Background: an optimization exercise with open tools, aiming at small area and a short achievable clock period. Do not read the settings as production practice. In this exercise RTL edits were held to simulation tests only and were not proved equivalent to the original. Power and IR drop assume default switching activity.

<file path="flow/design.v">
`default_nettype none
package spi_burst_pkg;
    localparam logic [1:0] CMD_WR_ADDR = 2'b00;
    localparam logic [1:0] CMD_WR_DATA = 2'b01;
    localparam logic [1:0] CMD_RD_ADDR = 2'b10;
    localparam logic [1:0] CMD_RD_DATA = 2'b11;
    typedef enum logic [2:0] {
        IDLE    = 3'd0,
        CMD     = 3'd1,
        WR_ADDR = 3'd2,
        WR_DATA = 3'd3,
        RD_ADDR = 3'd4,
        RD_WAIT = 3'd5,
        RD_DATA = 3'd6
    } state_t;
endpackage
`default_nettype wire
`default_nettype none
module spi_burst_ram #(
    parameter int DATA_W = 8,
    parameter int ADDR_W = 8
) (
    input  logic              clk,
    input  logic              we,
    input  logic [ADDR_W-1:0] addr,
    input  logic [DATA_W-1:0] din,
    output logic [DATA_W-1:0] dout
);
    logic [DATA_W-1:0] r_mem [2**ADDR_W];
    always_ff @(posedge clk) begin
        if (we) begin
            r_mem[addr] <= din;
        end
        dout <= r_mem[addr];
    end
endmodule
`default_nettype wire
`default_nettype none
module spi_burst_ram_slave #(
    parameter int DATA_W   = 8,
    parameter int ADDR_W   = 8,
    parameter bit AUTO_INC = 1'b1
) (
    input  logic clk,
    input  logic rst,
    input  logic MOSI,
    input  logic SS_n,
    output logic MISO,
    output logic frame_err
);
    localparam int SH_W  = (DATA_W > ADDR_W) ? DATA_W : ADDR_W;
    localparam int CNT_W = $clog2(SH_W) + 1;
    localparam logic [CNT_W-1:0] c_data_last = CNT_W'(DATA_W - 1);
    localparam logic [CNT_W-1:0] c_addr_last = CNT_W'(ADDR_W - 1);
    spi_burst_pkg::state_t            r_state;
    spi_burst_pkg::state_t            w_next_state;
    logic [CNT_W-1:0]  r_cnt;
    logic [SH_W-2:0]   r_shift;
    logic [SH_W-1:0]   w_shift_next;
    logic [DATA_W-1:0] r_tx;
    logic [ADDR_W-1:0] r_wr_ptr;
    logic [ADDR_W-1:0] r_rd_ptr;
    logic              r_cmd_hi;
    logic              r_addr_done;
    logic              r_first;
    logic              w_we;
    logic [ADDR_W-1:0] w_ram_addr;
    logic [DATA_W-1:0] w_ram_dout;
    logic              w_addr_last;
    logic              w_data_last;
    logic              w_abort_err;
    assign w_shift_next = {r_shift, MOSI};
    assign w_addr_last  = (r_cnt == c_addr_last) && !r_addr_done;
    assign w_data_last  = (r_cnt == c_data_last);
    assign w_abort_err = (r_state == spi_burst_pkg::CMD) ||
                         (((r_state == spi_burst_pkg::WR_ADDR) || (r_state == spi_burst_pkg::RD_ADDR)) && !r_addr_done && (r_cnt != '0)) ||
                         ((r_state == spi_burst_pkg::WR_DATA) && (r_cnt != '0));
    assign w_we = !rst && !SS_n && (r_state == spi_burst_pkg::WR_DATA) && w_data_last;
    always_comb begin
        w_ram_addr = r_rd_ptr;
        if (r_state == spi_burst_pkg::WR_DATA) begin
            w_ram_addr = r_wr_ptr;
        end else if ((r_state == spi_burst_pkg::RD_DATA) && AUTO_INC) begin
            w_ram_addr = r_rd_ptr + 1'b1;
        end
    end
    assign MISO = (r_state == spi_burst_pkg::RD_DATA) ? r_tx[DATA_W-1] : 1'b0;
    spi_burst_ram #(
        .DATA_W (DATA_W),
        .ADDR_W (ADDR_W)
    ) u_ram (
        .clk  (clk),
        .we   (w_we),
        .addr (w_ram_addr),
        .din  (w_shift_next[DATA_W-1:0]),
        .dout (w_ram_dout)
    );
    always_ff @(posedge clk) begin
        if (rst) begin
            r_state <= spi_burst_pkg::IDLE;
        end else begin
            r_state <= w_next_state;
        end
    end
    always_comb begin
        w_next_state = r_state;
        if (SS_n) begin
            w_next_state = spi_burst_pkg::IDLE;
        end else begin
            case (r_state)
                spi_burst_pkg::IDLE: w_next_state = spi_burst_pkg::CMD;
                spi_burst_pkg::CMD: begin
                    case ({r_cmd_hi, MOSI})
                        spi_burst_pkg::CMD_WR_ADDR: w_next_state = spi_burst_pkg::WR_ADDR;
                        spi_burst_pkg::CMD_WR_DATA: w_next_state = spi_burst_pkg::WR_DATA;
                        spi_burst_pkg::CMD_RD_ADDR: w_next_state = spi_burst_pkg::RD_ADDR;
                        default:     w_next_state = spi_burst_pkg::RD_WAIT;
                    endcase
                end
                spi_burst_pkg::RD_WAIT: w_next_state = spi_burst_pkg::RD_DATA;
                default: w_next_state = r_state;
            endcase
        end
    end
    always_ff @(posedge clk) begin
        if (rst) begin
            r_cnt       <= '0;
            r_shift     <= '0;
            r_tx        <= '0;
            r_wr_ptr    <= '0;
            r_rd_ptr    <= '0;
            r_cmd_hi    <= 1'b0;
            r_addr_done <= 1'b0;
            r_first     <= 1'b0;
            frame_err   <= 1'b0;
        end else begin
            frame_err <= SS_n && w_abort_err;
            if (SS_n) begin
                r_cnt       <= '0;
                r_shift     <= '0;
                r_tx        <= '0;
                r_addr_done <= 1'b0;
                r_first     <= 1'b0;
            end else begin
                case (r_state)
                    spi_burst_pkg::IDLE: begin
                        r_cmd_hi    <= MOSI;
                        r_cnt       <= '0;
                        r_addr_done <= 1'b0;
                    end
                    spi_burst_pkg::CMD: begin
                        r_cnt   <= '0;
                        r_shift <= '0;
                        r_tx    <= '0;
                    end
                    spi_burst_pkg::WR_ADDR, spi_burst_pkg::RD_ADDR: begin
                        if (!r_addr_done) begin
                            if (w_addr_last) begin
                                if (r_state == spi_burst_pkg::WR_ADDR) begin
                                    r_wr_ptr <= w_shift_next[ADDR_W-1:0];
                                end else begin
                                    r_rd_ptr <= w_shift_next[ADDR_W-1:0];
                                end
                                r_addr_done <= 1'b1;
                                r_cnt       <= '0;
                            end else begin
                                r_shift <= w_shift_next[SH_W-2:0];
                                r_cnt   <= r_cnt + 1'b1;
                            end
                        end
                    end
                    spi_burst_pkg::WR_DATA: begin
                        r_shift <= w_shift_next[SH_W-2:0];
                        if (w_data_last) begin
                            r_cnt <= '0;
                            if (AUTO_INC) begin
                                r_wr_ptr <= r_wr_ptr + 1'b1;
                            end
                        end else begin
                            r_cnt <= r_cnt + 1'b1;
                        end
                    end
                    spi_burst_pkg::RD_WAIT: begin
                        r_first <= 1'b1;
                        r_cnt   <= '0;
                    end
                    spi_burst_pkg::RD_DATA: begin
                        if (r_first) begin
                            r_tx    <= w_ram_dout;
                            r_cnt   <= '0;
                            r_first <= 1'b0;
                        end else if (w_data_last) begin
                            r_tx  <= w_ram_dout;
                            r_cnt <= '0;
                            if (AUTO_INC) begin
                                r_rd_ptr <= r_rd_ptr + 1'b1;
                            end
                        end else begin
                            r_tx  <= {r_tx[DATA_W-2:0], 1'b0};
                            r_cnt <= r_cnt + 1'b1;
                        end
                    end
                    default: begin
                        r_cnt <= '0;
                    end
                endcase
            end
        end
    end
endmodule
`default_nettype wire
</file>
<file path="flow/run.sh">
#!/bin/bash
# synth_recipe.tcl (not shown) runs the flow's synth.tcl, then flattens the netlist and writes it again
# the make line also repeats each setting of config.mk as NAME=value (left out here)
make -C /OpenROAD-flow-scripts/flow DESIGN_CONFIG=/design/flow/config.mk WORK_HOME=/design/flow/orfs CLKGATE_MAP_FILE= SYNTH_SCRIPT=/design/flow/synth_recipe.tcl finish
</file>
<file path="flow/config.mk">
export PLATFORM = sky130hd
export DESIGN_NAME = spi_burst_ram_slave
export DESIGN_NICKNAME = spi_burst_ram_slave
export VERILOG_FILES = /design/flow/design.v
export SDC_FILE = /design/flow/constraint.sdc
export NUM_CORES = 4
export LEC_CHECK = 0
export CAP_MARGIN = 20
export CORE_MARGIN = 2
export CORE_UTILIZATION = 40
export SLEW_MARGIN = 20
</file>
<file path="flow/constraint.sdc">
create_clock -name core_clock -period 5.5 [get_ports {clk}]
set_input_delay 1.1000 -clock core_clock [delete_from_list [all_inputs] [get_ports {clk}]]
set_output_delay 1.1000 -clock core_clock [all_outputs]
set_load 0.01 [all_outputs]
</file>
==> run summary <==
-- cell usage after synthesis (3+ instances only) --
| library cell | count | area share, % |
|---|---|---|
| a211oi_1 | 313 | 2.8 |
| a2111oi_0 | 64 | 0.66 |
| and3_1 | 146 | 1.1 |
| buf_1 | 52 | 0.23 |
| o21ai_0 | 41 | 0.24 |
| nand2b_1 | 6 | 0.044 |
| a22o_1 | 3 | 0.031 |
| nand3_1 | 475 | 2.8 |
| nor3_1 | 27 | 0.16 |
| o2111ai_1 | 11 | 0.11 |
| nand4_1 | 25 | 0.18 |
| clkbuf_1 | 263 | 1.2 |
| and2_1 | 8 | 0.059 |
| buf_4 | 12 | 0.11 |
| mux2_2 | 3 | 0.040 |
| o22ai_1 | 10 | 0.073 |
| a21o_1 | 4 | 0.035 |
| nand2_2 | 3 | 0.022 |
| a311o_1 | 8 | 0.094 |
| nor2_1 | 346 | 1.5 |
| a22oi_1 | 11 | 0.097 |
| dfxtp_1 | 50 | 1.2 |
| or2_2 | 4 | 0.029 |
| o211ai_1 | 41 | 0.36 |
| inv_1 | 117 | 0.51 |
| mux2i_1 | 114 | 1.3 |
| nand4b_1 | 5 | 0.051 |
| a32o_1 | 22 | 0.26 |
| ha_1 | 4 | 0.059 |
| and3b_1 | 4 | 0.041 |
| nor4_1 | 73 | 0.54 |
| nor3b_1 | 6 | 0.053 |
| a311oi_1 | 241 | 2.5 |
| nand2_1 | 1451 | 6.4 |
| edfxtp_1 | 2048 | 72 |
| nor2b_1 | 7 | 0.051 |
| buf_2 | 171 | 1.0 |
| nand3b_1 | 4 | 0.035 |
| a21oi_1 | 125 | 0.73 |
| a32oi_1 | 28 | 0.29 |
| a31oi_1 | 59 | 0.43 |
| o221ai_1 | 13 | 0.13 |
-- worst max-delay path by stage --
stage / startpoint / end / slack [ns] / cells past startpoint
finish: r_state[0] / u_ram.dout[4] / 0.18 / 12
global route: r_state[0] / u_ram.dout[4] / 0.08 / 11
CTS: r_state[0] / u_ram.dout[4] / 0.24 / 12
detailed placement: r_state[0] / u_ram.dout[4] / 0.25 / 12
global placement: r_state[0] / u_ram.dout[4] / 0.25 / 12
floorplan: r_shift[4] / u_ram.r_mem[0][5] / 1.20 / 0
-- flip-flops by register name, summed over array words and instances, names as in the netlist --
name / flops
r_addr_done: 1
r_first: 1
r_shift: 7
u_ram.r_mem: 2048
u_ram.dout: 8
r_rd_ptr: 8
r_wr_ptr: 8
r_cmd_hi: 1
r_cnt: 4
r_state: 3
r_tx: 8
frame_err: 1
-- placed cells by master, fill, tap and decap left out, drive strengths merged, types with 41 or more instances in the layout --
master	synthesis	layout
clkbuf	263	257
a31oi	59	59
buf	236	291
a21oi	126	126
a311oi	242	242
and3	146	146
o21ai	41	41
edfxtp	2048	2048
o211ai	41	41
clkinv	0	111
a2111oi	64	64
mux2i	114	114
inv	117	123
a211oi	313	313
nor4	75	75
nand2	1454	1454
nand3	475	475
nor2	346	346
dfxtp	50	50
-- worst max-delay path, stage by stage, from the launching register on --
cell and delay (ns):
dfxtp_1 0.82, nand2_1 0.24, o221a_4 0.47, nand2_8 0.46, buf_4 0.61, buf_4 0.35, a311oi_1 0.17, a311oi_1 0.59
nor4_1 0.17, buf_4 0.20, nor4_1 0.74, buf_4 0.23, nand4_1 0.08
-- kinds of logic (layout without fill, tap and decap cells) --
group	count (synthesis)	in the layout	synth area share [%]
multiplexers	118	118	1.39
XOR/XNOR	2	2	0.0205
buffers and inverters	616	805	3.02
AO/OA/AOI/OAI	1014	1014	9.03
AND/OR/NAND/NOR	2602	2602	13.2
other	0	1	0
flip-flops	2098	2098	73.3
adder cells (fa/ha/maj)	4	4	0.0587
-- layer usage --
layer  up-vias  track usage [%]
li1      24427                -
met5         -                0
met4         4             7.74
met1     28180             32.4
met3       459             4.20
met2      2721             35.1
-- final cells by class --
type	instances	area, µm²	share of cell area (%)
antenna	1	2.50	0.00260
clock buffer	257	5500	5.71
clock inverter	136	1240	1.29
inverter	117	439	0.456
multi-input combinational	3740	20400	21.1
sequential	2098	62500	64.9
tap	2821	3530	3.66
timing repair buffer	295	2740	2.85
-- stage by stage --
step	total power, µW	hold WS, ns	worst slack [ns]
6_report	31700	0.492	0.180
4_1_cts	31800	0.486	0.241
2_1_floorplan	17800	0.449	1.20
3_5_place_dp	17900	0.477	0.253
5_1_grt	32400	0.544	0.0825
3_3_place_gp	17900	0.469	0.251
-- power groups by stage --
stage | Clock [µW] | Combinational [µW] | Sequential, µW
2_1_floorplan | 0 | 146 | 17600
3_3_place_gp | 0 | 276 | 17600
4_1_cts | 14200 | 279 | 17300
6_report | 14100 | 283 | 17300
5_1_grt | 14800 | 300 | 17300
3_5_place_dp | 0 | 279 | 17600
==> flow_metrics.tcl <==
set metrics [dict create \
    cts_resized 0 \
    io_pins 6 \
    grt_overflow 0 \
    power_density_nw_per_um2 329 \
    p_comb_share_pct 0.9 \
    syn_area_um2 85300 \
    synth_async_sr_flop_share_pct 0 \
    placed_cell_area_um2 89600 \
    final_layout_size_suffix_gt1_share_pct 9.57 \
    worstSkewPairLatency_ns 0.88 \
    clk_pin_slew_worst_paths_ns 0.06 \
    coreArea_um2 212000 \
    worst_pin_slew_ns 1.12 \
    required_ns 6.24 \
    r2r_cells 12 \
    drc 0 \
    top_layer "met5" \
    period_minus_slack_ns 5.32 \
    hold_depth 2 \
    status "finished clean" \
    avgRoutedWirePerCell_um 26.6 \
    ys.flop_type "edfxtp_1" \
    yosysWarnings 2 \
    skew_ns 0.0515 \
    relSlewSlack_pct 25.3 \
    endpoint_kind "flop" \
    die_y_um 466 \
    drt-pass1-iter-count 8 \
    ys_ff_latch 2098 \
    fin_util_pct 45.4 \
    yosysSeqAreaShare_pct 73.3 \
    core.rowCount 169 \
    syn-num-nets 6462 \
    seqPwrFrac_pct 54.7 \
    finalCritPeriodShare_pct 96.7 \
    p_leak_uw 0.0322 \
    synth_cell_types 73 \
    ant_nets 0 \
    fill_cells 18655 \
    fin_area_um2 96400 \
    worstHoldPathType "flop to flop" \
    grt_max_degree 146 \
    clockRootBuffer "clkbuf_16" \
    grt_pass1_wl_mm 368 \
    final-instance-count-excl-fill 9465 \
    p_int_uw 25200 \
    r2r_slack_ns 0.18 \
    irDropWorstVdd_v 0.000318 \
    start_util_pct 40.2 \
    slew_viol_final 0 \
    postCtsSetupBuffers 0 \
    cts_tree "built" \
    rr_endpoint "u_ram.dout[4]" \
    timing.fmax_mhz 188 \
    worstPathMaxFanout 56 \
    die_w_um 466 \
    drv_cap 0 \
    met3WireLength_mm 22.5 \
    hold_start "r_first" \
    syn2layout_area_growth_pct 13.0 \
    cts.sinks 2098 \
    antenna_found_initial 9 \
    clkPwrFrac_pct 44.4 \
    timing.rr.start "r_state[0]" \
    worstSetupStartpointType "flop" \
    cts_max_level 4 \
    rsz0062_at_grt "false" \
    vias 55791 \
    setup_viol 0 \
    crit_arrival_ns 6.06 \
    dp.cells 9071 \
    drt-initial-drc-count 7709 \
    placement.io_buffers 5 \
    p_switching_uw 6450 \
    finalWirelength_mm 252 \
    gp_congestion 0.897 \
    swShare_pct 20.4 \
    m1WireLength_mm 106 \
    grt_pass1_vias 53247 \
    dr_wl_met2_mm 115 \
    dieArea_um2 217000 \
    hold_viol 0 \
    hold_buffers 0 \
    dp_hpwl_mm 149 \
    avgSynthCellArea_um2 13.2 \
    avgViaCountPerCell 5.89 \
    numCtsBuffers 210 \
    synth_edf_count 2048 \
    syn_inst 6454 \
    setup_tns_ns 0 \
    cts_buffer_depth 3 \
    whs_endpoint "r_first" \
    nNetsFinal 6470 \
    criticalPathCategory "flop to flop" \
    grt_util_all_layers_pct 22.7 \
]

-- separate check: timing with driven ports --
How much do the figures lean on ideal ports? The routed layout below was timed once more, with nothing changed but the port constraints. Step 1 assumes that a clkbuf_16 drives the clock port and a buf_2 every other input. Step 2 moves the port delays by t, midway between the first and last clock arrival at a register: inputs arrive t later, outputs are due t later. That takes back most of the time a late clock gives input paths. a / b / c = ideal / step 1 / step 2; a / b = the first two.
t (ns): 0.948
slack for setup (ns): 0.180 / 0.180 / 0.180
worst data-port slew with drivers (ns): 0.05
pins driven straight from the clock port: 1
After both steps setup and hold are still met in this run. The setup slack of this run moves by 0.000 ns with the drivers and by 0.000 ns with both steps.
